Context: an optimization exercise on an open-source flow, tuned for small area and a short achievable clock period. The choices shown serve that exercise and are no tape-out recipe. Where RTL was checked, it was by simulation tests only, not by an equivalence proof against the original. No functional check of the RTL was part of runs 1 to 5.

### flow/run.sh
#!/bin/bash
# synth_recipe.tcl (not shown) runs the flow's synth.tcl, then flattens the netlist and writes it again
# the make line also repeats each setting of config.mk as NAME=value (left out here)
make -C /OpenROAD-flow-scripts/flow DESIGN_CONFIG=/design/flow/config.mk WORK_HOME=/design/flow/orfs CLKGATE_MAP_FILE= SYNTH_SCRIPT=/design/flow/synth_recipe.tcl finish
### flow/config.mk
export PLATFORM = sky130hd
export DESIGN_NAME = mecanum_wheel_mixer_top
export DESIGN_NICKNAME = mecanum_wheel_mixer_top
export VERILOG_FILES = /design/flow/design.v
export SDC_FILE = /design/flow/constraint.sdc
export NUM_CORES = 4
export LEC_CHECK = 0
export CAP_MARGIN = 20
export CORE_MARGIN = 2
export CORE_UTILIZATION = 40
export SETUP_SLACK_MARGIN = 4.8
export SLEW_MARGIN = 20
### flow/design.v
`timescale 1ns / 1ps
`default_nettype none
package mwm_pkg;
  localparam int CMD_W   = 9;    
  localparam int OUT_W   = 9;    
  localparam int MP_W    = 8;    
  localparam int PWR_W   = 11;   
  localparam int MAG_W   = 10;   
  localparam int QW      = 8;    
  localparam int DW      = MAG_W + QW;   
  localparam int D3_W    = MAG_W + 2;    
  localparam int LANES   = 4;    
  localparam int DL      = 3;    
  localparam int OUT_LIMIT = 255;
  localparam logic [MP_W-1:0] MP_RESET = 8'd25;
  localparam int APB_AW    = 3;
  localparam int APB_DW    = 32;
  localparam int REG_IDX_W = 1;
  localparam logic [REG_IDX_W-1:0] REG_MIN_POWER = 1'b0;
  localparam int LANE_FL = 0;
  localparam int LANE_FR = 1;
  localparam int LANE_BL = 2;
  localparam int LANE_BR = 3;
endpackage
`default_nettype wire
`timescale 1ns / 1ps
`default_nettype none
import mwm_pkg::*;
module mwm_apb (
  input  logic              clk_i,
  input  logic              rst_ni,
  input  logic              psel,
  input  logic              penable,
  input  logic              pwrite,
  input  logic [APB_AW-1:0] paddr,
  input  logic [APB_DW-1:0] pwdata,
  output logic [APB_DW-1:0] prdata,
  output logic              pready,
  output logic [MP_W-1:0]   min_power_o
);
  logic [MP_W-1:0]      min_power_q, min_power_d;
  logic [REG_IDX_W-1:0] reg_idx;
  logic                 wr_en;
  assign pready  = 1'b1;
  assign reg_idx = paddr[APB_AW-1:2];
  assign wr_en   = psel && penable && pwrite && pready;
  always_comb begin
    min_power_d = min_power_q;
    if (wr_en && (reg_idx == REG_MIN_POWER)) begin
      min_power_d = pwdata[MP_W-1:0];
    end
  end
  always_ff @(posedge clk_i or negedge rst_ni) begin
    if (!rst_ni) begin
      min_power_q <= MP_RESET;
    end else begin
      min_power_q <= min_power_d;
    end
  end
  always_comb begin
    case (reg_idx)
      REG_MIN_POWER: prdata = APB_DW'(min_power_q);
      default:       prdata = '0;
    endcase
  end
  assign min_power_o = min_power_q;
endmodule
`default_nettype wire
`timescale 1ns / 1ps
`default_nettype none
import mwm_pkg::*;
module mwm_mix (
  input  logic                        clk_i,
  input  logic signed [CMD_W-1:0]     strafe_i,
  input  logic signed [CMD_W-1:0]     forward_i,
  input  logic signed [CMD_W-1:0]     rotate_i,
  output logic [DL-1:0][MAG_W-1:0]    mag_o,    
  output logic [LANES-1:0]            neg_o,    
  output logic [MAG_W-1:0]            dvs_o,    
  output logic [QW-1:0]               qtop_o,   
  output logic                        tp1_o,    
  output logic                        tfirst_o  
);
  logic [CMD_W-1:0]        ax, az;
  logic signed [CMD_W-1:0] y_q;
  logic signed [MAG_W-1:0] s_q, d_q;
  logic [MAG_W-1:0]        e_q;
  logic                    tp1_q;
  always_comb begin
    ax = strafe_i[CMD_W-1] ? CMD_W'(-strafe_i) : CMD_W'(strafe_i);
    az = rotate_i[CMD_W-1] ? CMD_W'(-rotate_i) : CMD_W'(rotate_i);
  end
  always_ff @(posedge clk_i) begin
    y_q   <= forward_i;
    s_q   <= MAG_W'(strafe_i) + MAG_W'(rotate_i);
    d_q   <= MAG_W'(strafe_i) - MAG_W'(rotate_i);
    e_q   <= MAG_W'(ax) + MAG_W'(az);
    tp1_q <= (strafe_i == '0) || (rotate_i == '0) ||
             (strafe_i[CMD_W-1] == rotate_i[CMD_W-1]);
  end
  logic signed [PWR_W-1:0]     y, s, d;
  logic [LANES-1:0][PWR_W-1:0] p;
  logic [LANES-1:0][MAG_W-1:0] mag;
  logic [CMD_W-1:0]            ay;
  logic [MAG_W-1:0]            top;
  logic                        f1, f2;
  always_comb begin
    y = PWR_W'(y_q);
    s = PWR_W'(s_q);
    d = PWR_W'(d_q);
    p[LANE_FL] = y + s;
    p[LANE_FR] = y - s;
    p[LANE_BL] = y - d;
    p[LANE_BR] = y + d;
    ay  = y_q[CMD_W-1] ? CMD_W'(-y_q) : CMD_W'(y_q);
    top = MAG_W'(ay) + e_q;
    dvs_o  = (top > MAG_W'(OUT_LIMIT)) ? top : MAG_W'(OUT_LIMIT);
    qtop_o = (top > MAG_W'(OUT_LIMIT)) ? QW'(OUT_LIMIT) : QW'(top);
    f1 = (y_q == '0) || (s_q == '0) || (y_q[CMD_W-1] == s_q[MAG_W-1]);
    f2 = (y_q == '0) || (d_q == '0) || (y_q[CMD_W-1] == d_q[MAG_W-1]);
    tp1_o    = tp1_q;
    tfirst_o = tp1_q ? f1 : f2;
  end
  for (genvar l = 0; l < LANES; l++) begin : g_lane
    assign neg_o[l] = p[l][PWR_W-1];
    assign mag[l]   = neg_o[l] ? MAG_W'(-p[l]) : MAG_W'(p[l]);
  end
  always_comb begin
    if (tp1_q) begin
      mag_o[0] = f1 ? mag[LANE_FR] : mag[LANE_FL];
      mag_o[1] = mag[LANE_BL];
      mag_o[2] = mag[LANE_BR];
    end else begin
      mag_o[0] = f2 ? mag[LANE_BL] : mag[LANE_BR];
      mag_o[1] = mag[LANE_FL];
      mag_o[2] = mag[LANE_FR];
    end
  end
endmodule
`default_nettype wire
`timescale 1ns / 1ps
`default_nettype none
import mwm_pkg::*;
module mwm_div #(
  parameter bit FAST = 1'b1   
) (
  input  logic [DL-1:0][DW-1:0] w_i,
  input  logic [MAG_W-1:0]      dvs_i,
  input  logic [D3_W-1:0]       dvs3_i,
  output logic [DL-1:0][DW-1:0] w_o
);
  logic [DL-1:0][D3_W-1:0] r4;
  logic [DL-1:0][D3_W:0]   e1, e2, e3;
  logic [DL-1:0]           g1, g2, g3;
  logic [DL-1:0][MAG_W-1:0] rn;
  logic [DL-1:0][1:0]      qd;
  for (genvar l = 0; l < DL; l++) begin : g_lane
    assign r4[l] = w_i[l][DW-1:DW-D3_W];
    assign qd[l] = {g2[l], g3[l] | (g1[l] & !g2[l])};
    assign w_o[l] = {rn[l], w_i[l][DW-D3_W-1:0], qd[l]};
    if (FAST) begin : g_fast
      assign e1[l] = {1'b0, r4[l]} - {3'b0, dvs_i};
      assign e2[l] = {1'b0, r4[l]} - {2'b0, dvs_i, 1'b0};
      assign e3[l] = {1'b0, r4[l]} - {1'b0, dvs3_i};
      assign g1[l] = !e1[l][D3_W];
      assign g2[l] = !e2[l][D3_W];
      assign g3[l] = !e3[l][D3_W];
      assign rn[l] = g3[l] ? e3[l][MAG_W-1:0] :
                     g2[l] ? e2[l][MAG_W-1:0] :
                     g1[l] ? e1[l][MAG_W-1:0] : r4[l][MAG_W-1:0];
    end else begin : g_compact
      assign g1[l] = (r4[l] >= {2'b0, dvs_i});
      assign g2[l] = (r4[l] >= {1'b0, dvs_i, 1'b0});
      assign g3[l] = (r4[l] >= dvs3_i);
      assign e1[l] = '0;
      assign e2[l] = '0;
      assign e3[l] = g3[l] ? {1'b0, dvs3_i} :
                     g2[l] ? {2'b0, dvs_i, 1'b0} :
                     g1[l] ? {3'b0, dvs_i} : '0;
      assign rn[l] = r4[l][MAG_W-1:0] - e3[l][MAG_W-1:0];
    end
  end
endmodule
`default_nettype wire
`timescale 1ns / 1ps
`default_nettype none
import mwm_pkg::*;
module mwm_dband (
  input  logic [QW-1:0]   a_i,
  input  logic [MP_W-1:0] span_i,    
  input  logic [MP_W+1:0] span3_i,   
  output logic [QW-1:0]   lo_o,      
  output logic            c8_o,      
  output logic [QW-1:0]   hs_o,      
  output logic [QW-1:0]   hc_o
);
  logic [3:0][MP_W+1:0] pp;
  logic [15:0]          r0, r1, r2, s1, c1, s2, c2;
  always_comb begin
    for (int k = 0; k < 4; k++) begin
      case (a_i[2*k +: 2])
        2'd0:    pp[k] = '0;
        2'd1:    pp[k] = (MP_W+2)'(span_i);
        2'd2:    pp[k] = (MP_W+2)'({span_i, 1'b0});
        default: pp[k] = span3_i;
      endcase
    end
    r0  = 16'(pp[0]);
    r1  = 16'(pp[1]) << 2;
    r2  = 16'(pp[2]) << 4;
    s1  = r0 ^ r1 ^ r2;
    c1  = ((r0 & r1) | (r0 & r2) | (r1 & r2)) << 1;
    r2  = 16'(pp[3]) << 6;
    s2  = s1 ^ c1 ^ r2;
    c2  = ((s1 & c1) | (s1 & r2) | (c1 & r2)) << 1;
    {c8_o, lo_o} = 9'(s2[7:0]) + 9'(c2[7:0]);
    hs_o = s2[15:8];
    hc_o = c2[15:8];
  end
endmodule
`default_nettype wire
`timescale 1ns / 1ps
`default_nettype none
import mwm_pkg::*;
module mecanum_wheel_mixer_top (
  input  logic                    clk_i,
  input  logic                    rst_ni,
  input  logic                    start,
  output logic                    busy,
  input  logic signed [CMD_W-1:0] strafe_cmd_i,
  input  logic signed [CMD_W-1:0] forward_cmd_i,
  input  logic signed [CMD_W-1:0] rotate_cmd_i,
  output logic                    done_o,
  output logic signed [OUT_W-1:0] front_left_power_o,
  output logic signed [OUT_W-1:0] front_right_power_o,
  output logic signed [OUT_W-1:0] back_left_power_o,
  output logic signed [OUT_W-1:0] back_right_power_o,
  input  logic                    psel,
  input  logic                    penable,
  input  logic                    pwrite,
  input  logic [APB_AW-1:0]       paddr,
  input  logic [APB_DW-1:0]       pwdata,
  output logic [APB_DW-1:0]       prdata,
  output logic                    pready
);
  localparam int             NSTEP = QW / 2;
  localparam logic [NSTEP-2:0] CUT  = 3'b111;
  localparam int             CUTN  = 1;
  localparam logic [NSTEP-1:0] FAST = 4'b0111;
  localparam int             NV    = 5 + CUTN + int'(CUT[0]) + int'(CUT[1]) + int'(CUT[2]);
  logic            busy_q;
  logic [MP_W-1:0] min_power;
  logic [NV-1:0]   v_q;
  always_ff @(posedge clk_i or negedge rst_ni) begin
    if (!rst_ni) begin
      busy_q <= 1'b1;
      v_q    <= '0;
    end else begin
      busy_q <= 1'b0;
      v_q    <= {v_q[NV-2:0], start && !busy_q};
    end
  end
  assign busy   = busy_q;
  assign done_o = v_q[NV-1];
  mwm_apb u_apb (
    .clk_i       (clk_i),
    .rst_ni      (rst_ni),
    .psel        (psel),
    .penable     (penable),
    .pwrite      (pwrite),
    .paddr       (paddr),
    .pwdata      (pwdata),
    .prdata      (prdata),
    .pready      (pready),
    .min_power_o (min_power)
  );
  logic [DL-1:0][MAG_W-1:0] mag, mag_q;
  logic [LANES-1:0]         neg, neg_q;
  logic [MAG_W-1:0]         dvs, dvs_q;
  logic [QW-1:0]            qtop, qtop_q;
  logic                     tp1, tp1_q, tfirst, tfirst_q;
  mwm_mix u_mix (
    .clk_i    (clk_i),
    .strafe_i (strafe_cmd_i),
    .forward_i(forward_cmd_i),
    .rotate_i (rotate_cmd_i),
    .mag_o    (mag),
    .neg_o    (neg),
    .dvs_o    (dvs),
    .qtop_o   (qtop),
    .tp1_o    (tp1),
    .tfirst_o (tfirst)
  );
  always_ff @(posedge clk_i) begin
    mag_q    <= mag;
    neg_q    <= neg;
    dvs_q    <= dvs;
    qtop_q   <= qtop;
    tp1_q    <= tp1;
    tfirst_q <= tfirst;
  end
  localparam int SB_W = LANES + QW + 2;
  logic [NSTEP-1:0][DL-1:0][DW-1:0] w;
  logic [NSTEP-1:0][MAG_W-1:0]      dv;
  logic [NSTEP-1:0][D3_W-1:0]       dv3;
  logic [NSTEP-1:0][SB_W-1:0]       sb;
  logic [NSTEP-1:0][DL-1:0][DW-1:0] w_d;
  logic [DL-1:0][DW-1:0] w0;
  logic [D3_W-1:0]       d3;
  always_comb begin
    for (int l = 0; l < DL; l++) begin
      w0[l] = (DW'(mag_q[l]) << 8) - DW'(mag_q[l]);
    end
    d3 = (D3_W'(dvs_q) << 1) + D3_W'(dvs_q);
  end
  if (CUTN != 0) begin : g_cutn
    always_ff @(posedge clk_i) begin
      w[0]   <= w0;
      dv[0]  <= dvs_q;
      dv3[0] <= d3;
      sb[0]  <= {neg_q, qtop_q, tp1_q, tfirst_q};
    end
  end else begin : g_nocutn
    assign w[0]   = w0;
    assign dv[0]  = dvs_q;
    assign dv3[0] = d3;
    assign sb[0]  = {neg_q, qtop_q, tp1_q, tfirst_q};
  end
  for (genvar k = 0; k < NSTEP - 1; k++) begin : g_step
    mwm_div #(.FAST(FAST[k])) u_div (
      .w_i    (w[k]),
      .dvs_i  (dv[k]),
      .dvs3_i (dv3[k]),
      .w_o    (w_d[k])
    );
    if (CUT[k]) begin : g_reg
      always_ff @(posedge clk_i) begin
        w[k+1]   <= w_d[k];
        dv[k+1]  <= dv[k];
        dv3[k+1] <= dv3[k];
        sb[k+1]  <= sb[k];
      end
    end else begin : g_wire
      assign w[k+1]   = w_d[k];
      assign dv[k+1]  = dv[k];
      assign dv3[k+1] = dv3[k];
      assign sb[k+1]  = sb[k];
    end
  end
  mwm_div #(.FAST(FAST[NSTEP-1])) u_div_last (
    .w_i    (w[NSTEP-1]),
    .dvs_i  (dv[NSTEP-1]),
    .dvs3_i (dv3[NSTEP-1]),
    .w_o    (w_d[NSTEP-1])
  );
  logic [DL-1:0][QW-1:0]    qd;
  logic [LANES-1:0][QW-1:0] q_d, q;
  logic [LANES-1:0]         qn_d, qneg;
  logic [QW-1:0]            qt;
  logic                     qp1, qfirst;
  always_comb begin
    for (int l = 0; l < DL; l++) begin
      qd[l] = w_d[NSTEP-1][l][QW-1:0];
    end
    {qn_d, qt, qp1, qfirst} = sb[NSTEP-1];
    if (qp1) begin
      q_d[LANE_FL] = qfirst ? qt : qd[0];
      q_d[LANE_FR] = qfirst ? qd[0] : qt;
      q_d[LANE_BL] = qd[1];
      q_d[LANE_BR] = qd[2];
    end else begin
      q_d[LANE_FL] = qd[1];
      q_d[LANE_FR] = qd[2];
      q_d[LANE_BL] = qfirst ? qd[0] : qt;
      q_d[LANE_BR] = qfirst ? qt : qd[0];
    end
  end
  always_ff @(posedge clk_i) begin
    q    <= q_d;
    qneg <= qn_d;
  end
  logic [MP_W-1:0] span;
  logic [MP_W+1:0] span3_q;
  assign span = ~min_power;
  always_ff @(posedge clk_i) begin
    span3_q <= (MP_W+2)'({span, 1'b0}) + (MP_W+2)'(span);
  end
  logic [LANES-1:0][QW-1:0] lo_d, lo_q, hs_d, hs_q, hc_d, hc_q;
  logic [LANES-1:0]         c8_d, c8_q, nneg_q, nnz_q;
  for (genvar l = 0; l < LANES; l++) begin : g_db
    mwm_dband u_db (
      .a_i     (q[l]),
      .span_i  (span),
      .span3_i (span3_q),
      .lo_o    (lo_d[l]),
      .c8_o    (c8_d[l]),
      .hs_o    (hs_d[l]),
      .hc_o    (hc_d[l])
    );
  end
  always_ff @(posedge clk_i) begin
    lo_q   <= lo_d;
    c8_q   <= c8_d;
    hs_q   <= hs_d;
    hc_q   <= hc_d;
    nneg_q <= qneg;
    for (int l = 0; l < LANES; l++) begin
      nnz_q[l] <= (q[l] != '0);
    end
  end
  logic [MP_W-1:0]             mm_pos, mm_neg;
  logic [LANES-1:0][QW-1:0]    hi;
  logic [LANES-1:0][8:0]       u;
  logic [LANES-1:0][QW-1:0]    t0, t1;
  logic [LANES-1:0][OUT_W-1:0] pwr_d, pwr;
  assign mm_pos = min_power;
  assign mm_neg = (min_power == 8'hff) ? 8'hfe : min_power;
  always_comb begin
    for (int l = 0; l < LANES; l++) begin
      hi[l] = hs_q[l] + hc_q[l] + QW'(c8_q[l]);
      u[l]  = 9'(hi[l]) + 9'(lo_q[l]) + 9'(!nneg_q[l]);
      t0[l] = (nneg_q[l] ? mm_neg : mm_pos) + hi[l];
      t1[l] = (nneg_q[l] ? mm_neg : mm_pos) + hi[l] + 8'd1;
      if (!nnz_q[l]) begin
        pwr_d[l] = '0;
      end else if (nneg_q[l]) begin
        pwr_d[l] = {1'b1, ~(u[l][8] ? t1[l] : t0[l])};
      end else begin
        pwr_d[l] = {1'b0, u[l][8] ? t1[l] : t0[l]};
      end
    end
  end
  always_ff @(posedge clk_i) begin
    pwr <= pwr_d;
  end
  assign front_left_power_o  = pwr[LANE_FL];
  assign front_right_power_o = pwr[LANE_FR];
  assign back_left_power_o   = pwr[LANE_BL];
  assign back_right_power_o  = pwr[LANE_BR];
endmodule
`default_nettype wire
### flow/constraint.sdc
create_clock -name core_clock -period 8.5 [get_ports {clk_i}]
set_input_delay 1.7000 -clock core_clock [delete_from_list [all_inputs] [get_ports {clk_i}]]
set_output_delay 1.7000 -clock core_clock [all_outputs]
set_load 0.01 [all_outputs]
==> results of run 1 <==
==> worst paths after layout <==
kind,from,endpoint,slack (ns)
setup / recovery,paddr[2],prdata[6],4.66
hold / removal,sb[34],sb[48],0.32
setup reg to reg,u_mix.y_q[0],mag_q[9],4.95
hold reg to reg,sb[34],sb[48],0.32
max in group asynchronous,rst_ni,v_q[2],6.35
min in group asynchronous,rst_ni,u_apb.min_power_q[2],1.58
==> layer usage <==
layer  global-route usage, %  vias to the layer above  routed length, um
met5                       0                        -                  0
li1                        -                    17770                  -
met3                   2.677                      248               5134
met4                   9.494                        0               5757
met2                   33.16                      786              52820
met1                   27.84                    16049              55660
==> critical path, delay by kind of cell <==
kind / cells / cell delay [ns]
and+or+nand+nor: 1 / 0.08
buffers and inverters: 3 / 0.36
==> layout make-up <==
class                      instances  area, um2
clock inverter                    39      452.9
tap                             1488       1862
multi-input combinational       3901      29700
sequential                       647      13070
fill                           10669      60570
timing repair buffer             154       1459
inverter                         385       1475
clock buffer                      96       2076
antenna                            3      7.507
==> repair_timing <==
item	in CTS	in global routing
gates cloned	1	0
pin swaps	4	14
setup endpoints to repair	59	49
gates resized for setup	76	65
buffers inserted	22	16
==> layout by cell type, fill, tap and decap left out, drive strengths merged, types with 11 or more instances in the layout <==
cell type	n
or3	46
or2	23
a21o	107
and3	40
buf	75
o41ai	17
o21a	56
clkbuf	96
clkinv	17
nor2	376
xnor2	263
a211oi	93
a211o	12
and2	57
nand2	367
ha	621
o21ai	445
conb	26
a21oi	329
nor4	38
a31oi	44
clkdlybuf4s50	74
nor3	67
dfxtp	629
nor2b	108
nand2b	76
dfrtp	14
clkinvlp	18
mux2i	134
a31o	15
fa	105
a2111oi	16
mux2	28
o31ai	21
a21boi	11
inv	383
xor2	158
nand3	38
o211ai	25
o21bai	48
==> logic make-up after synthesis <==
| family | after synthesis | share of synthesized area [%] |
|---|---|---|
| adder cells (fa/ha/maj) | 726 | 22.14 |
| multiplexers | 162 | 3.715 |
| AO/OA/AOI/OAI | 1278 | 17.56 |
| XOR/XNOR | 425 | 8.472 |
| AND/OR/NAND/NOR | 1284 | 13.78 |
| flip-flops | 647 | 29.26 |
| other | 2 | 0.01684 |
| buffers and inverters | 568 | 5.046 |
==> state kept, by name, summed over array words and instances (netlist names), 28 cells and up <==
signal  count
dv         36
sb         56
hc_q       28
q          32
w         212
mag_q      29
dv3        48
hs_q       32
pwr        36
lo_q       32
==> through the flow <==
stage / util (%) / instance area (um2) / hold slack [ns]
5_1_grt: 45.27 / 50100 / 0.3202
4_1_cts: 44.88 / 49670 / 0.3169
2_1_floorplan: - / 44680 / 0.3096
6_report: 45.27 / 50100 / 0.3163
3_5_place_dp: 42.31 / 46820 / 0.3120
3_3_place_gp: 42.31 / 46820 / 0.3097
==> impl_metrics.tcl, run 1 <==
set metrics [dict create \
    outcome "timing/DRC/antenna clean" \
    final_cells 6713 \
    routedWlPerCell_um 17.78 \
    synth_area_leader_cell "dfxtp_1" \
    finalWirelength_mm 119.4 \
    cp_max_fo 5 \
    synth_edf_count 0 \
    clockBufferDepth 3 \
    layout_min_cycle_time_ns 3.840 \
    clkSinkCount 647 \
    drc 0 \
    htree_levels 3 \
    synth.top_cells.by_area "dfxtp_1 (28%), ha_1 (17%), xnor2_1 (5.2%)" \
    fin_crit_sh_pct 45.18 \
    grt_pass1_vias 33566 \
    floorplan.die.height_um 337.9 \
    cts_buffers 74 \
    initial_core_util_pct 40.29 \
    vias 34853 \
    setup_viol 0 \
    drt-initial-drc-count 2397 \
    hold_viol_final 0 \
    place_ws_ns 3.832 \
    firstDrtPassIters 6 \
    path_cells "buf_12, buf_4, nor2_4, buf_6" \
    cp_slowest_cell "buf_4" \
    synth_common_cells "dfxtp_1 (629), ha_1 (621), o21ai_0 (401)" \
    dp.cells 6536 \
    tns_ns 0 \
    cap_viol_max_count 0 \
    io_buffer_count 87 \
    yosys_warnings 4 \
    drive_gt1_share_pct 6.664 \
    start_kind "input pin" \
    synthCells 5092 \
    reg2regPathDepth 13 \
    coreArea_mm2 0.1107 \
    cts_root_buf "clkbuf_16" \
    ios 139 \
    worst_clock_skew_ns 0.01954 \
    fin_ws_ns 4.660 \
    rsz0062_at_grt "yes" \
    die_w_um 337.9 \
    grt_max_degree 47 \
    grt_pass1_wl_mm 186.6 \
    synthArstFlopShare_pct 2.782 \
    gr-usage-all-layers_pct 20.75 \
    grt-ovfl-total 0 \
    ys_seq_area_share_pct 29.26 \
    syn2layout_area_growth_pct 12.37 \
    synth_cell_types 89 \
    synth-main-ff-cell "dfxtp_1" \
    cp.arrival_ns 2.14 \
    clock_latency_ns 0.64 \
    synth.most_common_cell "dfxtp_1" \
    worstPathRequired_ns 6.80 \
    endpoint_kind "output pin" \
    post-dp-hpwl_mm 92.12 \
    ctsHoldBuffers 0 \
    fmax_mhz 260.4 \
    layout.nets 5957 \
    path_class "input pin to output pin" \
    rows 122 \
    hold_class "flop to flop" \
    ys_seq_elements 647 \
    cpPeakStageDelay_ns 0.14 \
    worst_pin_slew_ns 1.024 \
    cts_tree "done" \
    routed_via_density 5.192 \
    slew_headroom_pct 31.65 \
    syn_area_mm2 0.04459 \
    drv_slew 0 \
    antenna_found_initial 2 \
    drtAntennaViolNets 0 \
    clk_pin_slew_ns 0.06 \
    syn_area_per_cell_um2 8.756 \
    globalplace.congestion 0.8968 \
    min_delay_path_depth 0 \
    dieArea_mm2 0.1142 \
    synth_top_area_share_pct 28.24 \
]
==> run 2, diff against run 1 <==
--- a/flow/config.mk
+++ b/flow/config.mk
@@ -8,5 +8,5 @@
 export CAP_MARGIN = 20
 export CORE_MARGIN = 2
 export CORE_UTILIZATION = 40
-export SETUP_SLACK_MARGIN = 4.8
+export SETUP_SLACK_MARGIN = 4.6
 export SLEW_MARGIN = 20
==> impl_metrics.tcl, run 2 <==
set metrics [dict create \
    outcome "timing/DRC/antenna clean" \
    post-route-util_pct 44.95 \
    synthCells 5092 \
    layout_min_cycle_time_ns 3.869 \
    rsz0062_at_grt "yes" \
    path_cells "buf_2, nor2_1, clkdlybuf4s15_2" \
    syn_area_per_cell_um2 8.756 \
    cts_buffers 73 \
    io_buffer_count 87 \
    yosys_warnings 4 \
    hold_viol_final 0 \
    synth.most_common_cell "dfxtp_1" \
    dieArea_mm2 0.1142 \
    hold_class "flop to flop" \
    clock_latency_ns 0.63 \
    clk_pin_slew_ns 0.06 \
    fmax_mhz 258.5 \
    ctsHoldBuffers 0 \
    regMostFlops "w" \
    place_area_mm2 0.04681 \
    synthArstFlopShare_pct 2.782 \
    largest_reg_flops 212 \
    initial_core_util_pct 40.29 \
    slew_headroom_pct 33.34 \
    drive_gt1_share_pct 5.421 \
    layout_common_cells "dfxtp_1 (624), ha_1 (620), o21ai_0 (401), inv_1 (377), nor2_1 (376)" \
    synth.top_cells.by_area "dfxtp_1 (28%), ha_1 (17%), xnor2_1 (5.2%)" \
    synth_area_leader_cell "dfxtp_1" \
    grt_pass1_vias 33051 \
    cap_viol_max_count 0 \
    post-dp-hpwl_mm 92.04 \
    layout.nets 5940 \
    floorplan.die.height_um 337.9 \
    drv_slew 0 \
    antenna_found_initial 5 \
    firstDrtPassIters 5 \
    ys_seq_elements 647 \
    gr-usage-all-layers_pct 20.67 \
    fillers 10704 \
    die_w_um 337.9 \
    final_cells 6690 \
    drc 0 \
    syn2layout_area_growth_pct 11.56 \
    htree_levels 3 \
    diodes 0 \
    finalWirelength_mm 118.2 \
    tns_ns 0 \
    worstPathRequired_ns 6.80 \
    cts_root_buf "clkbuf_16" \
    worst_pin_slew_ns 0.9985 \
    fin_area_mm2 0.04974 \
    coreArea_mm2 0.1107 \
    grt_pass1_wl_mm 185.3 \
    drt-initial-drc-count 2583 \
    clkSinkCount 647 \
    whs_ns 0.3204 \
    dp.cells 6535 \
    grt-ovfl-total 0 \
    synth_top_area_share_pct 28.24 \
    routedWlPerCell_um 17.66 \
    drtAntennaViolNets 0 \
    syn_area_mm2 0.04459 \
    rrSetupSlack_ns 4.77 \
    synth_cell_types 89 \
    globalplace.congestion 0.8940 \
    cts_tree "done" \
    synth-main-ff-cell "dfxtp_1" \
    ys_seq_area_share_pct 29.26 \
    vias 34654 \
    synth_edf_count 0 \
    clockBufferDepth 3 \
    grt_max_degree 47 \
    endpoint_kind "output pin" \
    path_class "input pin to output pin" \
    fin_crit_sh_pct 45.52 \
    cp_max_fo 9 \
    worst_clock_skew_ns 0.02324 \
    synth_common_cells "dfxtp_1 (629), ha_1 (621), o21ai_0 (401)" \
    setup_viol 0 \
    start_kind "input pin" \
    cpPeakStageDelay_ns 0.23 \
    routed_via_density 5.180 \
    cp_slowest_cell "clkdlybuf4s15_2" \
    ios 139 \
    final_common_cell "dfxtp_1" \
    cp.arrival_ns 2.17 \
    rows 122 \
    largestRegisters "w x212, sb x56, dv3 x48" \
]
[run 2: layout make-up]
type | count | area [um2] | share of cell area (%)
clock inverters | 36 | 563.0 | 1.132
flip-flops and latches | 647 | 13070 | 26.27
inverters | 385 | 1468 | 2.951
multi-input cells | 3901 | 29460 | 59.22
well taps | 1488 | 1862 | 3.743
clock buffers | 95 | 2063 | 4.148
repair buffers | 138 | 1262 | 2.538
[run 2: worst max-delay path, delay by kind of cell]
kind,cells,cell delay [ns]
buffers and inverters,2,0.38
and+or+nand+nor,1,0.09
[run 2: cell families (layout without fill, tap and decap cells)]
kind of cell    count (synthesis)  count (layout)  share of synthesized area (%)
buf+inv                       568             654                          5.046
flops                         647             647                          29.26
fa+ha+maj                     726             726                          22.14
mux                           162             162                          3.715
compound gates               1278            1278                          17.56
xor+xnor                      425             425                          8.472
simple gates                 1284            1284                          13.78
other cells                     2              26                        0.01684
[run 2: path summary, 6_finish.rpt]
path,startpoint,to,cells after the start
worst max-delay path,paddr[2],prdata[1],3
worst min-delay path,sb[15],sb[29],0
worst max register to register,dv3[24],w[209],11
worst min register to register,sb[15],sb[29],0
max in group asynchronous,rst_ni,v_q[8],1
min in group asynchronous,rst_ni,v_q[2],1
[run 2: routing by layer]
metal	global-route usage (%)	vias to the layer above	share of wire, %
li1	-	17731	-
met3	2.855	204	4.6
met5	0	-	0
met1	27.65	15944	47
met4	7.953	0	4.0
met2	33.70	775	45
[run 2: what timing repair did]
action                                  in CTS  in global routing
gates cloned                                 0                  0
endpoints found under the setup margin      24                 46
resized for setup                           39                 24
setup buffers                                7                 17
pin swaps                                    0                  5
[run 2: through the flow]
step | worst slack, ns
finish | 4.631
global route | 4.561
CTS | 4.615
detailed placement | 3.860
global placement | 3.875
floorplan | 4.764
==> run 3, diff against run 2 <==
--- a/flow/config.mk
+++ b/flow/config.mk
@@ -7,6 +7,7 @@
 export LEC_CHECK = 0
 export CAP_MARGIN = 20
 export CORE_MARGIN = 2
-export CORE_UTILIZATION = 40
+export CORE_UTILIZATION = 60
+export PLACE_DENSITY = 0.75
 export SETUP_SLACK_MARGIN = 4.6
 export SLEW_MARGIN = 20
==> impl_metrics.tcl, run 3 <==
set metrics [dict create \
    io_buffer_count 87 \
    dieArea_mm2 0.07651 \
    firstDrtPassIters 6 \
    worst_pin_slew_ns 0.9611 \
    routed_via_density 5.810 \
    endpoint_kind "output pin" \
    crit_end "prdata[4]" \
    synth.most_common_cell "dfxtp_1" \
    cp_slowest_cell "clkdlybuf4s15_2" \
    finalWirelength_mm 113.3 \
    clockBufferDepth 3 \
    cts_root_buf "clkbuf_16" \
    drt-initial-drc-count 2637 \
    path_class "input pin to output pin" \
    syn_area_mm2 0.04459 \
    synth-main-ff-cell "dfxtp_1" \
    rsz0062_at_grt "yes" \
    reg2regPathDepth 15 \
    synth_common_cells "dfxtp_1 (629), ha_1 (621), o21ai_0 (401)" \
    ys_seq_area_share_pct 29.26 \
    synth_top_area_share_pct 28.24 \
    globalplace.congestion 0.9228 \
    cp_max_fo 9 \
    grt_pass1_wl_mm 178.7 \
    r2r_end "pwr[16]" \
    synth_area_leader_cell "dfxtp_1" \
    largest_reg_flops 212 \
    clock_latency_ns 0.63 \
    hold_viol_final 0 \
    routedWlPerCell_um 18.43 \
    layout_min_cycle_time_ns 3.871 \
    largestRegisters "w x212, sb x56, dv3 x48" \
    ios 139 \
    initial_core_util_pct 60.91 \
    outcome "timing/DRC/antenna clean" \
    coreArea_mm2 0.07321 \
    worstPathRequired_ns 6.80 \
    cap_viol_max_count 0 \
    rrSetupSlack_ns 4.74 \
    post-dp-hpwl_mm 86.60 \
    gr-usage-all-layers_pct 28.80 \
    r2r_start "u_apb.min_power_q[3]" \
    fin_crit_sh_pct 45.54 \
    cp.arrival_ns 2.17 \
    final_common_cell "dfxtp_1" \
    clk_pin_slew_ns 0.06 \
    ys_seq_elements 647 \
    syn2layout_area_growth_pct 9.519 \
    layout_common_cells "dfxtp_1 (625), ha_1 (621), o21ai_0 (399), inv_1 (377), nor2_1 (375)" \
    layout.nets 5927 \
    diodes 0 \
    path_cells "buf_2, nor2_1, clkdlybuf4s15_2" \
    syn_area_per_cell_um2 8.756 \
    post-route-util_pct 66.70 \
    fmax_mhz 258.3 \
    die_w_um 276.6 \
    vias 35717 \
    regMostFlops "w" \
    cpPeakStageDelay_ns 0.23 \
    synthCells 5092 \
    clkSinkCount 647 \
    synthArstFlopShare_pct 2.782 \
    worst_clock_skew_ns 0.03023 \
    rows 99 \
    cts_tree "done" \
    setup.worst_path.start "paddr[2]" \
    synth.top_cells.by_area "dfxtp_1 (28%), ha_1 (17%), xnor2_1 (5.2%)" \
    grt_pass1_vias 34159 \
    start_kind "input pin" \
    synth_edf_count 0 \
    drc 0 \
    htree_levels 3 \
    antenna_found_initial 2 \
    grt_max_degree 47 \
    tns_ns 0 \
    setup_viol 0 \
    drtAntennaViolNets 0 \
    drv_slew 0 \
    ctsHoldBuffers 0 \
    synth_cell_types 89 \
    cts_buffers 70 \
    floorplan.die.height_um 276.6 \
    min-delay-start "qneg[1]" \
    hold_class "flop to flop" \
    grt-ovfl-total 0 \
    yosys_warnings 4 \
    slew_headroom_pct 35.84 \
    drive_gt1_share_pct 5.377 \
]
==> run 3: cell counts after synthesis <==
No cell type changed its count.
==> run 3: what timing repair did <==
item,CTS,global route
pin swaps,0,7
buffers inserted,3,14
gates resized for setup,38,33
hold endpoints to repair,0,0
endpoints found under the setup margin,20,36
==> run 3: per-stage QoR <==
stage                     worst slack (ns)  cells  area, um2  hold WS [ns]
after floorplan                      4.764   5116      44680        0.3096
after global placement               3.870   6003      46130        0.3105
after detailed placement             3.854   6003      46130        0.3121
after CTS                            4.621   6134      48620        0.3146
after global routing                 4.561   6148      48830        0.3190
final                                4.629   6148      48830        0.3106
==> run 3: worst max-delay path, delay by kind of cell <==
kind	cells	cell delay, ns
buffers and inverters	2	0.38
and+or+nand+nor	1	0.09
==> run 3: layout make-up <==
cell class / instances / area [um2]
multi-input cells: 3901 / 29490
fillers: 5889 / 24380
flip-flops and latches: 647 / 13060
clock buffers: 87 / 1926
inverters: 385 / 1460
well taps: 959 / 1200
repair buffers: 128 / 1179
clock inverters: 41 / 514.2
==> run 3: how the worst min path moves through the flow <==
stage	cells after the start	endpoint	slack, ns
final	0	nneg_q[1]	0.31
after global routing	0	nneg_q[1]	0.32
after CTS	0	nneg_q[1]	0.31
after detailed placement	0	sb[32]	0.31
after global placement	0	sb[1]	0.31
after floorplan	0	nneg_q[0]	0.31
==> run 3: logic make-up after synthesis <==
| family | synth area share, % |
|---|---|
| compound gates | 17.56 |
| flops | 29.26 |
| mux | 3.715 |
| xor+xnor | 8.472 |
| buf+inv | 5.046 |
| fa+ha+maj | 22.14 |
| other cells | 0.01684 |
| simple gates | 13.78 |
==> run 3: layer usage <==
metal  GRT usage [%]  vias up  part of all wire (%)
li1                -    17705                     -
met1           37.74    16648                    44
met2           48.30     1092                    47
met3           3.611      272                   5.7
met4           11.41        0                   3.9
met5               0        -                     0
==> run 4, diff against run 3 <==
--- a/flow/design.v
+++ b/flow/design.v
@@ -76,8 +76,7 @@
   input  logic signed [CMD_W-1:0]     rotate_i,
   output logic [DL-1:0][MAG_W-1:0]    mag_o,    
   output logic [LANES-1:0]            neg_o,    
-  output logic [MAG_W-1:0]            dvs_o,    
-  output logic [QW-1:0]               qtop_o,   
+  output logic [MAG_W-1:0]            top_o,    
   output logic                        tp1_o,    
   output logic                        tfirst_o  
 );
@@ -114,8 +113,7 @@
     p[LANE_BR] = y + d;
     ay  = y_q[CMD_W-1] ? CMD_W'(-y_q) : CMD_W'(y_q);
     top = MAG_W'(ay) + e_q;
-    dvs_o  = (top > MAG_W'(OUT_LIMIT)) ? top : MAG_W'(OUT_LIMIT);
-    qtop_o = (top > MAG_W'(OUT_LIMIT)) ? QW'(OUT_LIMIT) : QW'(top);
+    top_o = top;
     f1 = (y_q == '0) || (s_q == '0) || (y_q[CMD_W-1] == s_q[MAG_W-1]);
     f2 = (y_q == '0) || (d_q == '0) || (y_q[CMD_W-1] == d_q[MAG_W-1]);
     tp1_o    = tp1_q;
@@ -276,8 +274,7 @@
   );
   logic [DL-1:0][MAG_W-1:0] mag, mag_q;
   logic [LANES-1:0]         neg, neg_q;
-  logic [MAG_W-1:0]         dvs, dvs_q;
-  logic [QW-1:0]            qtop, qtop_q;
+  logic [MAG_W-1:0]         top, top_q;
   logic                     tp1, tp1_q, tfirst, tfirst_q;
   mwm_mix u_mix (
     .clk_i    (clk_i),
@@ -286,20 +283,18 @@
     .rotate_i (rotate_cmd_i),
     .mag_o    (mag),
     .neg_o    (neg),
-    .dvs_o    (dvs),
-    .qtop_o   (qtop),
+    .top_o    (top),
     .tp1_o    (tp1),
     .tfirst_o (tfirst)
   );
   always_ff @(posedge clk_i) begin
     mag_q    <= mag;
     neg_q    <= neg;
-    dvs_q    <= dvs;
-    qtop_q   <= qtop;
+    top_q    <= top;
     tp1_q    <= tp1;
     tfirst_q <= tfirst;
   end
-  localparam int SB_W = LANES + QW + 2;
+  localparam int SB_W = LANES + 2;
   logic [NSTEP-1:0][DL-1:0][DW-1:0] w;
   logic [NSTEP-1:0][MAG_W-1:0]      dv;
   logic [NSTEP-1:0][D3_W-1:0]       dv3;
@@ -307,29 +302,35 @@
   logic [NSTEP-1:0][DL-1:0][DW-1:0] w_d;
   logic [DL-1:0][DW-1:0] w0;
   logic [D3_W-1:0]       d3;
+  logic [NSTEP-1:0][MAG_W-1:0] dve;
+  logic [MAG_W-1:0]            dve0;
+  assign dve0 = {top_q[MAG_W-1:QW], top_q[QW-1:0] | {QW{!(|top_q[MAG_W-1:QW])}}};
+  for (genvar k = 0; k < NSTEP; k++) begin : g_dve
+    assign dve[k] = {dv[k][MAG_W-1:QW], dv[k][QW-1:0] | {QW{!(|dv[k][MAG_W-1:QW])}}};
+  end
   always_comb begin
     for (int l = 0; l < DL; l++) begin
       w0[l] = (DW'(mag_q[l]) << 8) - DW'(mag_q[l]);
     end
-    d3 = (D3_W'(dvs_q) << 1) + D3_W'(dvs_q);
+    d3 = (D3_W'(dve0) << 1) + D3_W'(dve0);
   end
   if (CUTN != 0) begin : g_cutn
     always_ff @(posedge clk_i) begin
       w[0]   <= w0;
-      dv[0]  <= dvs_q;
+      dv[0]  <= top_q;
       dv3[0] <= d3;
-      sb[0]  <= {neg_q, qtop_q, tp1_q, tfirst_q};
+      sb[0]  <= {neg_q, tp1_q, tfirst_q};
     end
   end else begin : g_nocutn
     assign w[0]   = w0;
-    assign dv[0]  = dvs_q;
+    assign dv[0]  = top_q;
     assign dv3[0] = d3;
-    assign sb[0]  = {neg_q, qtop_q, tp1_q, tfirst_q};
+    assign sb[0]  = {neg_q, tp1_q, tfirst_q};
   end
   for (genvar k = 0; k < NSTEP - 1; k++) begin : g_step
     mwm_div #(.FAST(FAST[k])) u_div (
       .w_i    (w[k]),
-      .dvs_i  (dv[k]),
+      .dvs_i  (dve[k]),
       .dvs3_i (dv3[k]),
       .w_o    (w_d[k])
     );
@@ -349,7 +350,7 @@
   end
   mwm_div #(.FAST(FAST[NSTEP-1])) u_div_last (
     .w_i    (w[NSTEP-1]),
-    .dvs_i  (dv[NSTEP-1]),
+    .dvs_i  (dve[NSTEP-1]),
     .dvs3_i (dv3[NSTEP-1]),
     .w_o    (w_d[NSTEP-1])
   );
@@ -362,7 +363,8 @@
     for (int l = 0; l < DL; l++) begin
       qd[l] = w_d[NSTEP-1][l][QW-1:0];
     end
-    {qn_d, qt, qp1, qfirst} = sb[NSTEP-1];
+    {qn_d, qp1, qfirst} = sb[NSTEP-1];
+    qt = dv[NSTEP-1][QW-1:0] | {QW{|dv[NSTEP-1][MAG_W-1:QW]}};
     if (qp1) begin
       q_d[LANE_FL] = qfirst ? qt : qd[0];
       q_d[LANE_FR] = qfirst ? qd[0] : qt;
--- a/flow/config.mk
+++ b/flow/config.mk
@@ -8,6 +8,8 @@
 export CAP_MARGIN = 20
 export CORE_MARGIN = 2
 export CORE_UTILIZATION = 60
+export CTS_BUF_LIST = sky130_fd_sc_hd__clkbuf_4 sky130_fd_sc_hd__clkbuf_8
+export CTS_CLUSTER_SIZE = 30
 export PLACE_DENSITY = 0.75
 export SETUP_SLACK_MARGIN = 4.6
 export SLEW_MARGIN = 20
==> impl_metrics.tcl, run 4 <==
set metrics [dict create \
    grt_pass1_wl_mm 179.5 \
    firstDrtPassIters 6 \
    fin_ws_ns 4.608 \
    drtAntennaViolNets 0 \
    post-route-util_pct 66.42 \
    ys_seq_elements 611 \
    fmax_mhz 257.0 \
    drv_slew 0 \
    drt-initial-drc-count 2426 \
    clk_pin_slew_ns 0.07 \
    setup_viol 0 \
    synthCells 5055 \
    layout.nets 5952 \
    ios 139 \
    min_delay_path_depth 0 \
    synth_top_family_by_area "adder cells" \
    largestRegisters "w x212, dv3 x48, dv x40" \
    io_buffer_count 87 \
    layout_common_cells "ha_1 (634), dfxtp_1 (592), o21ai_0 (383), nand2_1 (380), nor2_1 (372)" \
    antenna_found_initial 3 \
    drc 0 \
    hold_viol_final 0 \
    hold_class "flop to flop" \
    dieArea_mm2 0.07588 \
    cts_buffers 98 \
    slew_headroom_pct 32.16 \
    fin_crit_sh_pct 45.78 \
    clkSinkCount 611 \
    grt_pass1_vias 33809 \
    gr-usage-all-layers_pct 29.93 \
    start_kind "input pin" \
    tns_ns 0 \
    path_class "input pin to output pin" \
    synth_area_leader_cell "dfxtp_1" \
    globalplace.congestion 0.9197 \
    worst_pin_slew_ns 1.016 \
    cts_root_buf "clkbuf_8" \
    cts_tree "done" \
    clock_latency_ns 0.75 \
    syn_area_mm2 0.04421 \
    whs_ns 0.2910 \
    synthMuxAreaShare_pct 4.174 \
    yosys_warnings 4 \
    endpoint_kind "output pin" \
    synth.top_cells.by_area "dfxtp_1 (27%), ha_1 (18%), xnor2_1 (5.8%)" \
    grt_max_degree 37 \
    synth_cell_types 88 \
    floorplan.die.height_um 275.5 \
    post-dp-hpwl_mm 89.66 \
    outcome "timing/DRC/antenna clean" \
    rows 99 \
    synth.most_common_cell "ha_1" \
    clockBufferDepth 3 \
    finalWirelength_mm 114.9 \
    synth_top_area_share_pct 26.85 \
    regMostFlops "w" \
    worst_clock_skew_ns 0.05873 \
    drive_gt1_share_pct 7.236 \
    worstPathRequired_ns 6.80 \
    synth_adder_area_share_pct 22.70 \
    cp_max_fo 9 \
    fin_area_mm2 0.04846 \
    cp.arrival_ns 2.19 \
    vias 35665 \
    synth_edf_count 0 \
    synth_common_cells "ha_1 (634), dfxtp_1 (593), o21ai_0 (383)" \
    synth-main-ff-cell "dfxtp_1" \
    coreArea_mm2 0.07296 \
    final_common_cell "ha_1" \
    place_ws_ns 3.817 \
    htree_levels 3 \
    routed_via_density 5.765 \
    layout_min_cycle_time_ns 3.892 \
    cp_slowest_cell "clkdlybuf4s15_1" \
    cpPeakStageDelay_ns 0.26 \
    final_cells 6186 \
    synthSimpleGateAreaFrac_pct 13.96 \
    dp.cells 5984 \
    syn_area_per_cell_um2 8.746 \
    path_cells "buf_4, nor2_1, clkdlybuf4s15_1" \
    ys_seq_area_share_pct 27.88 \
    syn2layout_area_growth_pct 9.599 \
    routedWlPerCell_um 18.57 \
    cap_viol_max_count 0 \
    largest_reg_flops 212 \
    synth-compound-area-share_pct 17.60 \
    initial_core_util_pct 60.60 \
    place_area_mm2 0.04587 \
    synth_xor_area_share_pct 8.861 \
    die_w_um 275.5 \
    reg2regPathDepth 16 \
    rsz0062_at_grt "yes" \
    grt-ovfl-total 0 \
    synthArstFlopShare_pct 2.946 \
]
run 4: cell count changes in the layout (fill, tap and decap cells not counted), sizes merged, moves of 12 or more:
| cell | delta |
|---|---|
| ha | +13 |
| o21ai | -52 |
| mux2i | +20 |
| o31ai | +12 |
| xor2 | -13 |
| inv | -40 |
| nand2b | +13 |
| clkbuf | +60 |
| nor2b | -18 |
| a31oi | -14 |
| dfxtp | -36 |
| nand2 | +15 |
| xnor2 | +29 |
run 4: path summary, 6_finish.rpt:
kind | startpoint | to | slack [ns]
max reg2reg | u_apb.min_power_q[0] | pwr[7] | 4.63
min in group asynchronous | rst_ni | u_apb.min_power_q[2] | 1.45
min | w[19] | w[75] | 0.29
min reg2reg | w[19] | w[75] | 0.29
max in group asynchronous | rst_ni | v_q[6] | 6.48
max | paddr[2] | prdata[6] | 4.61
run 4: logic make-up after synthesis:
logic type                 Yosys count
AOI/OAI and AO/OA                 1250
muxes                              181
adders and majority gates          739
buffers and inverters              536
xor gates and xnor gates           441
other                                2
DFF                                611
and+or+nand+nor                   1295
run 4: layout make-up:
type,instances,area (um2)
clock inverter,37,357.8
inverter,359,1374
sequential,611,12330
fill,6011,24500
clock buffer,142,1829
timing repair buffer,143,1315
tap,959,1200
multi-input combinational,3932,30040
antenna,3,7.507
run 4: layer usage:
metal / GRT usage (%) / share of wire, % / vias to the layer above
met2: 48.44 / 45 / 1159
met4: 13.51 / 4.8 / 0
met1: 39.38 / 44 / 16417
met5: 0 / 0 / -
met3: 4.732 / 6.6 / 296
li1: - / - / 17793
run 4: repair_timing:
action,4_1_cts,5_1_grt
setup endpoints to repair,80,103
endpoints found under the hold margin,0,0
hold buffers,0,0
resized for setup,46,39
buffers inserted,8,12
pin swaps,0,7
run 4: critical path, delay by kind of cell:
family,cells,cell delay (ns)
buffers and inverters,2,0.40
and+or+nand+nor,1,0.09
==> run 5, diff against run 4 <==
--- a/flow/config.mk
+++ b/flow/config.mk
@@ -8,8 +8,6 @@
 export CAP_MARGIN = 20
 export CORE_MARGIN = 2
 export CORE_UTILIZATION = 60
-export CTS_BUF_LIST = sky130_fd_sc_hd__clkbuf_4 sky130_fd_sc_hd__clkbuf_8
-export CTS_CLUSTER_SIZE = 30
 export PLACE_DENSITY = 0.75
 export SETUP_SLACK_MARGIN = 4.6
 export SLEW_MARGIN = 20
==> impl_metrics.tcl, run 5 <==
set metrics [dict create \
    final_common_cell "ha_1" \
    min_to "sb[1]" \
    r2r_start "u_apb.min_power_q[3]" \
    syn_area_mm2 0.04421 \
    clk_pin_slew_ns 0.06 \
    firstDrtPassIters 6 \
    clkSinkCount 611 \
    synthArstFlopShare_pct 2.946 \
    synth_edf_count 0 \
    min_delay_path_depth 0 \
    yosys_warnings 4 \
    min-delay-start "tp1_q" \
    cp_slowest_cell "clkdlybuf4s15_2" \
    setup_viol 0 \
    largestRegisters "w x212, dv3 x48, dv x40" \
    crit_family "buffers and inverters" \
    vias 35621 \
    drv_slew 0 \
    finalWirelength_mm 115.4 \
    globalplace.congestion 0.9197 \
    clock_latency_ns 0.62 \
    die_w_um 275.5 \
    post-dp-hpwl_mm 89.66 \
    antenna_found_initial 4 \
    cpPeakStageDelay_ns 0.24 \
    grt-ovfl-total 0 \
    rows 99 \
    synth_area_leader_cell "dfxtp_1" \
    initial_core_util_pct 60.60 \
    dieArea_mm2 0.07588 \
    routed_via_density 5.810 \
    start_kind "input pin" \
    ctsHoldBuffers 0 \
    r2r_end "pwr[7]" \
    layout_common_cells "ha_1 (634), dfxtp_1 (592), o21ai_0 (383), nand2_1 (380), nor2_1 (372)" \
    worst_pin_slew_ns 1.010 \
    layout.nets 5925 \
    grt_pass1_wl_mm 180.6 \
    reg2regPathDepth 15 \
    synth_cell_types 88 \
    cap_viol_max_count 0 \
    diodes 0 \
    coreArea_mm2 0.07296 \
    cts_root_buf "clkbuf_16" \
    floorplan.die.height_um 275.5 \
    synth_common_cells "ha_1 (634), dfxtp_1 (593), o21ai_0 (383)" \
    synthCells 5055 \
    routedWlPerCell_um 18.82 \
    cp.arrival_ns 2.17 \
    cts_buffers 68 \
    syn_area_per_cell_um2 8.746 \
    layout_min_cycle_time_ns 3.870 \
    synth_top_area_share_pct 26.85 \
    io_buffer_count 87 \
    fin_crit_sh_pct 45.53 \
    syn2layout_area_growth_pct 10.06 \
    drc 0 \
    gr-usage-all-layers_pct 30.18 \
    ios 139 \
    rsz0062_at_grt "yes" \
    ys_seq_elements 611 \
    htree_levels 3 \
    synth-main-ff-cell "dfxtp_1" \
    clockBufferDepth 3 \
    drt-initial-drc-count 2498 \
    synth.most_common_cell "ha_1" \
    path_class "input pin to output pin" \
    worstPathRequired_ns 6.80 \
    hold_viol_final 0 \
    grt_max_degree 37 \
    dp.cells 5984 \
    tns_ns 0 \
    worst_clock_skew_ns 0.02107 \
    cp_num_cells 3 \
    final_cells 6131 \
    drive_gt1_share_pct 6.303 \
    cts_tree "done" \
    largest_reg_flops 212 \
    path_cells "buf_4, nor2_1, clkdlybuf4s15_2" \
    ys_seq_area_share_pct 27.88 \
    outcome "timing/DRC/antenna clean" \
    drtAntennaViolNets 0 \
    endpoint_kind "output pin" \
    critPathBufInv 2 \
    slew_headroom_pct 32.55 \
    regMostFlops "w" \
    cp_max_fo 9 \
    synth.top_cells.by_area "dfxtp_1 (27%), ha_1 (18%), xnor2_1 (5.8%)" \
    grt_pass1_vias 33906 \
    rrSetupSlack_ns 4.75 \
    hold_class "flop to flop" \
    fmax_mhz 258.4 \
]
## run 5: cell families after synthesis
family	share of synthesized area [%]
compound gates	17.60
xor+xnor	8.861
fa+ha+maj	22.70
buf+inv	4.817
flops	27.88
mux	4.174
other cells	0.01699
simple gates	13.96
## run 5: layer usage
metal,GRT usage (%),wire length (um),vias to the layer above
met4,14.01,5571,0
met5,0,0,-
met3,4.245,7232,297
li1,-,-,17737
met2,49.05,51970,1133
met1,39.71,50630,16454
## run 5: layout make-up
type,instances,area (um2)
Clock buffer,86,1911
Sequential cell,611,12330
Fill cell,5972,24300
Tap cell,959,1200
Timing Repair Buffer,146,1326
Clock inverter,38,488.0
Multi-Input combinational cell,3932,30040
Inverter,359,1370
## run 5: metrics by stage
| stage | cell area (um2) | hold slack [ns] | worst slack, ns | utilization [%] |
|---|---|---|---|---|
| after floorplan | 44300 | 0.3096 | 4.764 | - |
| after global placement | 45870 | 0.3109 | 3.881 | 62.87 |
| after detailed placement | 45870 | 0.3121 | 3.817 | 62.87 |
| after CTS | 48390 | 0.3201 | 4.602 | 66.33 |
| after global routing | 48660 | 0.3233 | 4.552 | 66.70 |
| final | 48660 | 0.3156 | 4.630 | 66.70 |
## run 5: how the worst max path moves through the flow
stage / to / slack [ns] / from
detailed placement: prdata[0] / 3.82 / paddr[2]
floorplan: prdata[0] / 4.76 / paddr[2]
global placement: prdata[5] / 3.88 / paddr[2]
CTS: prdata[1] / 4.60 / paddr[2]
finish: prdata[6] / 4.63 / paddr[2]
global route: pwr[7] / 4.55 / u_apb.min_power_q[3]
## run 5: timing repair
item / 4_1_cts / 5_1_grt
resized for setup: 41 / 50
endpoints found under the setup margin: 77 / 103
hold endpoints to repair: 0 / 0
buffers inserted: 5 / 18
pin swaps: 0 / 7
gates cloned: 0 / 0
==> run 6, diff against run 5 <==
--- a/flow/design.v
+++ b/flow/design.v
@@ -97,41 +97,42 @@
     tp1_q <= (strafe_i == '0) || (rotate_i == '0) ||
              (strafe_i[CMD_W-1] == rotate_i[CMD_W-1]);
   end
-  logic signed [PWR_W-1:0]     y, s, d;
-  logic [LANES-1:0][PWR_W-1:0] p;
-  logic [LANES-1:0][MAG_W-1:0] mag;
-  logic [CMD_W-1:0]            ay;
-  logic [MAG_W-1:0]            top;
-  logic                        f1, f2;
+  logic signed [MAG_W-1:0] v, w;
+  logic signed [PWR_W-1:0] y, pa, pb;
+  logic [CMD_W-1:0]        ay;
+  logic [PWR_W-1:0]        df;
+  logic                    ge, sy, sw, negp, negm, na, nb;
   always_comb begin
-    y = PWR_W'(y_q);
-    s = PWR_W'(s_q);
-    d = PWR_W'(d_q);
-    p[LANE_FL] = y + s;
-    p[LANE_FR] = y - s;
-    p[LANE_BL] = y - d;
-    p[LANE_BR] = y + d;
-    ay  = y_q[CMD_W-1] ? CMD_W'(-y_q) : CMD_W'(y_q);
-    top = MAG_W'(ay) + e_q;
-    top_o = top;
-    f1 = (y_q == '0) || (s_q == '0) || (y_q[CMD_W-1] == s_q[MAG_W-1]);
-    f2 = (y_q == '0) || (d_q == '0) || (y_q[CMD_W-1] == d_q[MAG_W-1]);
+    v  = tp1_q ? d_q : s_q;
+    w  = tp1_q ? s_q : d_q;
+    y  = PWR_W'(y_q);
+    pa = y + PWR_W'(v);
+    pb = y - PWR_W'(v);
+    na = pa[PWR_W-1];
+    nb = pb[PWR_W-1];
+    ay = y_q[CMD_W-1] ? CMD_W'(-y_q) : CMD_W'(y_q);
+    top_o = MAG_W'(ay) + e_q;
+    df = PWR_W'(ay) - PWR_W'(e_q);
+    ge = !df[PWR_W-1];              
+    sy = y_q[CMD_W-1];
+    sw = w[MAG_W-1];
+    negp = ge ? sy : sw;            
+    negm = ge ? sy : !sw;           
+    mag_o[0] = ge ? MAG_W'(df) : MAG_W'(-df);
+    mag_o[1] = na ? MAG_W'(-pa) : MAG_W'(pa);
+    mag_o[2] = nb ? MAG_W'(-pb) : MAG_W'(pb);
     tp1_o    = tp1_q;
-    tfirst_o = tp1_q ? f1 : f2;
-  end
-  for (genvar l = 0; l < LANES; l++) begin : g_lane
-    assign neg_o[l] = p[l][PWR_W-1];
-    assign mag[l]   = neg_o[l] ? MAG_W'(-p[l]) : MAG_W'(p[l]);
-  end
-  always_comb begin
+    tfirst_o = (y_q == '0) || (w == '0) || (sy == sw);
     if (tp1_q) begin
-      mag_o[0] = f1 ? mag[LANE_FR] : mag[LANE_FL];
-      mag_o[1] = mag[LANE_BL];
-      mag_o[2] = mag[LANE_BR];
+      neg_o[LANE_FL] = negp;
+      neg_o[LANE_FR] = negm;
+      neg_o[LANE_BR] = na;
+      neg_o[LANE_BL] = nb;
     end else begin
-      mag_o[0] = f2 ? mag[LANE_BL] : mag[LANE_BR];
-      mag_o[1] = mag[LANE_FL];
-      mag_o[2] = mag[LANE_FR];
+      neg_o[LANE_BR] = negp;
+      neg_o[LANE_BL] = negm;
+      neg_o[LANE_FL] = na;
+      neg_o[LANE_FR] = nb;
     end
   end
 endmodule
@@ -187,10 +188,7 @@
   input  logic [QW-1:0]   a_i,
   input  logic [MP_W-1:0] span_i,    
   input  logic [MP_W+1:0] span3_i,   
-  output logic [QW-1:0]   lo_o,      
-  output logic            c8_o,      
-  output logic [QW-1:0]   hs_o,      
-  output logic [QW-1:0]   hc_o
+  output logic [15:0]     n_o
 );
   logic [3:0][MP_W+1:0] pp;
   logic [15:0]          r0, r1, r2, s1, c1, s2, c2;
@@ -211,9 +209,7 @@
     r2  = 16'(pp[3]) << 6;
     s2  = s1 ^ c1 ^ r2;
     c2  = ((s1 & c1) | (s1 & r2) | (c1 & r2)) << 1;
-    {c8_o, lo_o} = 9'(s2[7:0]) + 9'(c2[7:0]);
-    hs_o = s2[15:8];
-    hc_o = c2[15:8];
+    n_o = s2 + c2;
   end
 endmodule
 `default_nettype wire
@@ -368,13 +364,13 @@
     if (qp1) begin
       q_d[LANE_FL] = qfirst ? qt : qd[0];
       q_d[LANE_FR] = qfirst ? qd[0] : qt;
-      q_d[LANE_BL] = qd[1];
-      q_d[LANE_BR] = qd[2];
+      q_d[LANE_BR] = qd[1];
+      q_d[LANE_BL] = qd[2];
     end else begin
+      q_d[LANE_BR] = qfirst ? qt : qd[0];
+      q_d[LANE_BL] = qfirst ? qd[0] : qt;
       q_d[LANE_FL] = qd[1];
       q_d[LANE_FR] = qd[2];
-      q_d[LANE_BL] = qfirst ? qd[0] : qt;
-      q_d[LANE_BR] = qfirst ? qt : qd[0];
     end
   end
   always_ff @(posedge clk_i) begin
@@ -387,24 +383,18 @@
   always_ff @(posedge clk_i) begin
     span3_q <= (MP_W+2)'({span, 1'b0}) + (MP_W+2)'(span);
   end
-  logic [LANES-1:0][QW-1:0] lo_d, lo_q, hs_d, hs_q, hc_d, hc_q;
-  logic [LANES-1:0]         c8_d, c8_q, nneg_q, nnz_q;
+  logic [LANES-1:0][15:0] n_d, n_q;
+  logic [LANES-1:0]       nneg_q, nnz_q;
   for (genvar l = 0; l < LANES; l++) begin : g_db
     mwm_dband u_db (
       .a_i     (q[l]),
       .span_i  (span),
       .span3_i (span3_q),
-      .lo_o    (lo_d[l]),
-      .c8_o    (c8_d[l]),
-      .hs_o    (hs_d[l]),
-      .hc_o    (hc_d[l])
+      .n_o     (n_d[l])
     );
   end
   always_ff @(posedge clk_i) begin
-    lo_q   <= lo_d;
-    c8_q   <= c8_d;
-    hs_q   <= hs_d;
-    hc_q   <= hc_d;
+    n_q    <= n_d;
     nneg_q <= qneg;
     for (int l = 0; l < LANES; l++) begin
       nnz_q[l] <= (q[l] != '0);
@@ -419,8 +409,8 @@
   assign mm_neg = (min_power == 8'hff) ? 8'hfe : min_power;
   always_comb begin
     for (int l = 0; l < LANES; l++) begin
-      hi[l] = hs_q[l] + hc_q[l] + QW'(c8_q[l]);
-      u[l]  = 9'(hi[l]) + 9'(lo_q[l]) + 9'(!nneg_q[l]);
+      hi[l] = n_q[l][15:8];
+      u[l]  = 9'(hi[l]) + 9'(n_q[l][7:0]) + 9'(!nneg_q[l]);
       t0[l] = (nneg_q[l] ? mm_neg : mm_pos) + hi[l];
       t1[l] = (nneg_q[l] ? mm_neg : mm_pos) + hi[l] + 8'd1;
       if (!nnz_q[l]) begin
==> impl_metrics.tcl, run 6 <==
set metrics [dict create \
    outcome "timing/DRC/antenna clean" \
    min-delay-start "w[131]" \
    ys_seq_area_share_pct 26.99 \
    worst_clock_skew_ns 0.02392 \
    setup_viol 0 \
    rsz0062_at_grt "yes" \
    synth-main-ff-cell "dfxtp_1" \
    synth.most_common_cell "ha_1" \
    fin_crit_sh_pct 45.52 \
    globalplace.congestion 0.9320 \
    setup.worst_path.start "paddr[2]" \
    coreArea_mm2 0.07015 \
    whs_ns 0.3223 \
    clkSinkCount 569 \
    worstPathRequired_ns 6.80 \
    syn_area_per_cell_um2 8.566 \
    tns_ns 0 \
    layout_min_cycle_time_ns 3.869 \
    post-dp-hpwl_mm 84.16 \
    ys_seq_elements 569 \
    endpoint_kind "output pin" \
    cap_viol_max_count 0 \
    layout_common_cells "ha_1 (623), dfxtp_1 (520), nand2_1 (450), o21ai_0 (418), nor2_1 (360)" \
    path_class "input pin to output pin" \
    synthCells 4969 \
    clockBufferDepth 3 \
    fin_area_mm2 0.04698 \
    routed_via_density 5.850 \
    synth_area_leader_cell "dfxtp_1" \
    gr-usage-all-layers_pct 29.43 \
    synth.top_cells.by_area "dfxtp_1 (26%), ha_1 (18%), xnor2_1 (5.8%)" \
    post-route-util_pct 66.97 \
    slew_headroom_pct 18.58 \
    initial_core_util_pct 60.67 \
    regMostFlops "w" \
    die_w_um 270.3 \
    drt-initial-drc-count 2733 \
    htree_levels 2 \
    synth_common_cells "ha_1 (627), dfxtp_1 (551), nand2_1 (453)" \
    grt_use_met1_pct 39.38 \
    ios 139 \
    grt_pass1_vias 33172 \
    antenna_found_initial 8 \
    cp_max_fo 9 \
    r2r_start "u_apb.min_power_q[3]" \
    synthArstFlopShare_pct 3.163 \
    gr-usage-met2_pct 48.94 \
    grt_pass1_wl_mm 175.1 \
    floorplan.die.height_um 270.3 \
    synth_cell_types 85 \
    drtAntennaViolNets 0 \
    drc 0 \
    ctsHoldBuffers 0 \
    clk_pin_slew_ns 0.06 \
    cts_buffers 58 \
    busiest_layer "met2" \
    start_kind "input pin" \
    final_common_cell "ha_1" \
    largest_reg_flops 205 \
    finalWirelength_mm 110.7 \
    rows 97 \
    vias 35192 \
    syn_area_mm2 0.04256 \
    grt_max_degree 36 \
    largestRegisters "w x205, n_q x64, dv3 x48" \
    cp.arrival_ns 2.17 \
    clock_latency_ns 0.64 \
    hold_viol_final 0 \
    yosys_warnings 4 \
    drv_slew 0 \
    place_area_mm2 0.04415 \
    grt-ovfl-total 0 \
    fmax_mhz 258.5 \
    firstDrtPassIters 6 \
    synth_edf_count 0 \
    layout.nets 5818 \
    worst_pin_slew_ns 1.217 \
    synth_top_area_share_pct 25.92 \
    syn2layout_area_growth_pct 10.39 \
    hold_class "flop to flop" \
    cts_root_buf "clkbuf_16" \
    routedWlPerCell_um 18.41 \
    drive_gt1_share_pct 7.330 \
    dieArea_mm2 0.07308 \
    cts_tree "done" \
    io_buffer_count 87 \
    globalRouteMet3Util_pct 3.618 \
]
[run 6: cell types whose count changed after synthesis, moves of 19 or more]
cell	previous run	this run
nand2_1	382	453
a211oi_1	86	30
mux2i_1	154	104
o21ai_0	383	431
dfxtp_1	593	551
inv_1	357	331
a21o_1	108	88
nand3_1	39	58
[run 6: logic make-up (layout without fill, tap and decap cells)]
kind of cell    Yosys count  count (layout)  share of synthesized area, %
fa+ha+maj               723             723                         22.95
mux                     143             143                         3.478
compound gates         1282            1282                         18.53
other cells               2              27                       0.01764
simple gates           1326            1326                         14.53
xor+xnor                422             422                         8.816
buf+inv                 502             584                         4.692
flops                   569             569                         26.99
[run 6: worst paths after layout]
| check | endpoint | slack (ns) | cells after the start |
|---|---|---|---|
| max | prdata[3] | 4.63 | 3 |
| min | w[187] | 0.32 | 0 |
| max reg2reg | n_q[30] | 4.68 | 16 |
| min reg2reg | w[187] | 0.32 | 0 |
| max in group asynchronous | u_apb.min_power_q[6] | 6.30 | 1 |
| min in group asynchronous | u_apb.min_power_q[6] | 1.56 | 1 |
[run 6: metrics by stage]
stage	setup WS, ns	instances
after floorplan	4.703	4993
after global placement	3.864	5877
after detailed placement	3.858	5877
after CTS	4.587	6003
after global routing	4.459	6015
final	4.631	6016
[run 6: worst max-delay path, cell delays in order]
cell,delay [ns]
buf_4,0.14
nor2_1,0.08
clkdlybuf4s15_1,0.25
[run 6: area by class of cell]
type | count | area, um2
diodes | 1 | 2.502
clock buffers | 72 | 1628
clock inverters | 36 | 466.7
fillers | 5781 | 23170
inverters | 333 | 1259
multi-input cells | 3922 | 29550
flip-flops and latches | 569 | 11570
well taps | 940 | 1176
repair buffers | 143 | 1326
[run 6: what timing repair did]
item | in CTS | in global routing
resized for setup | 81 | 108
endpoints found under the setup margin | 80 | 101
setup buffers | 18 | 12
pin swaps | 3 | 11
[run 6: metal layers]
layer / part of all wire [%] / routed length (um) / up-vias
met5: 0.021 / 23 / -
met4: 3.4 / 3816 / 4
met3: 6.4 / 7103 / 226
met2: 46 / 50980 / 1162
met1: 44 / 48810 / 16343
li1: - / - / 17457

==> re-timing with driven ports <==
No port has a modelled driver above. Below, the same layouts with a new extraction and two added sets of constraints.
Step 1, drivers: a clkbuf_16 drives clk_i and a buf_2 each remaining input, both assumed.
Step 2 adds t to the input delays and takes it off the output delays; t is the mean of the earliest and latest rising clock arrival at the registers after step 1. Input paths then give back, and output paths get back, about the clock's delay inside the block.
Slacks: no drivers / after step 1 / after step 2; pairs: no drivers / after step 1.
run | t (ns) | setup slack, ns | hold slack, ns | worst data-port slew with drivers (ns) | cell pins on the clock port's net
run 1 | 0.693 | 4.660 / 4.570 / 4.329 | 0.316 / 0.316 / 0.316 | 0.13 | 1
run 2 | 0.694 | 4.631 / 4.591 / 4.058 | 0.320 / 0.320 / 0.320 | 0.04 | 1
run 3 | 0.677 | 4.629 / 4.608 / 4.107 | 0.311 / 0.311 / 0.311 | 0.05 | 1
run 4 | 0.784 | 4.608 / 4.586 / 4.037 | 0.291 / 0.291 / 0.291 | 0.05 | 1
run 5 | 0.685 | 4.630 / 4.608 / 4.174 | 0.316 / 0.316 / 0.316 | 0.05 | 1
run 6 | 0.697 | 4.631 / 4.608 / 4.099 | 0.322 / 0.322 / 0.322 | 0.06 | 1
After both steps every run listed still meets setup and hold. The setup slack of run 2, which loses most, moves by -0.040 ns with the drivers and by -0.573 ns with both steps.
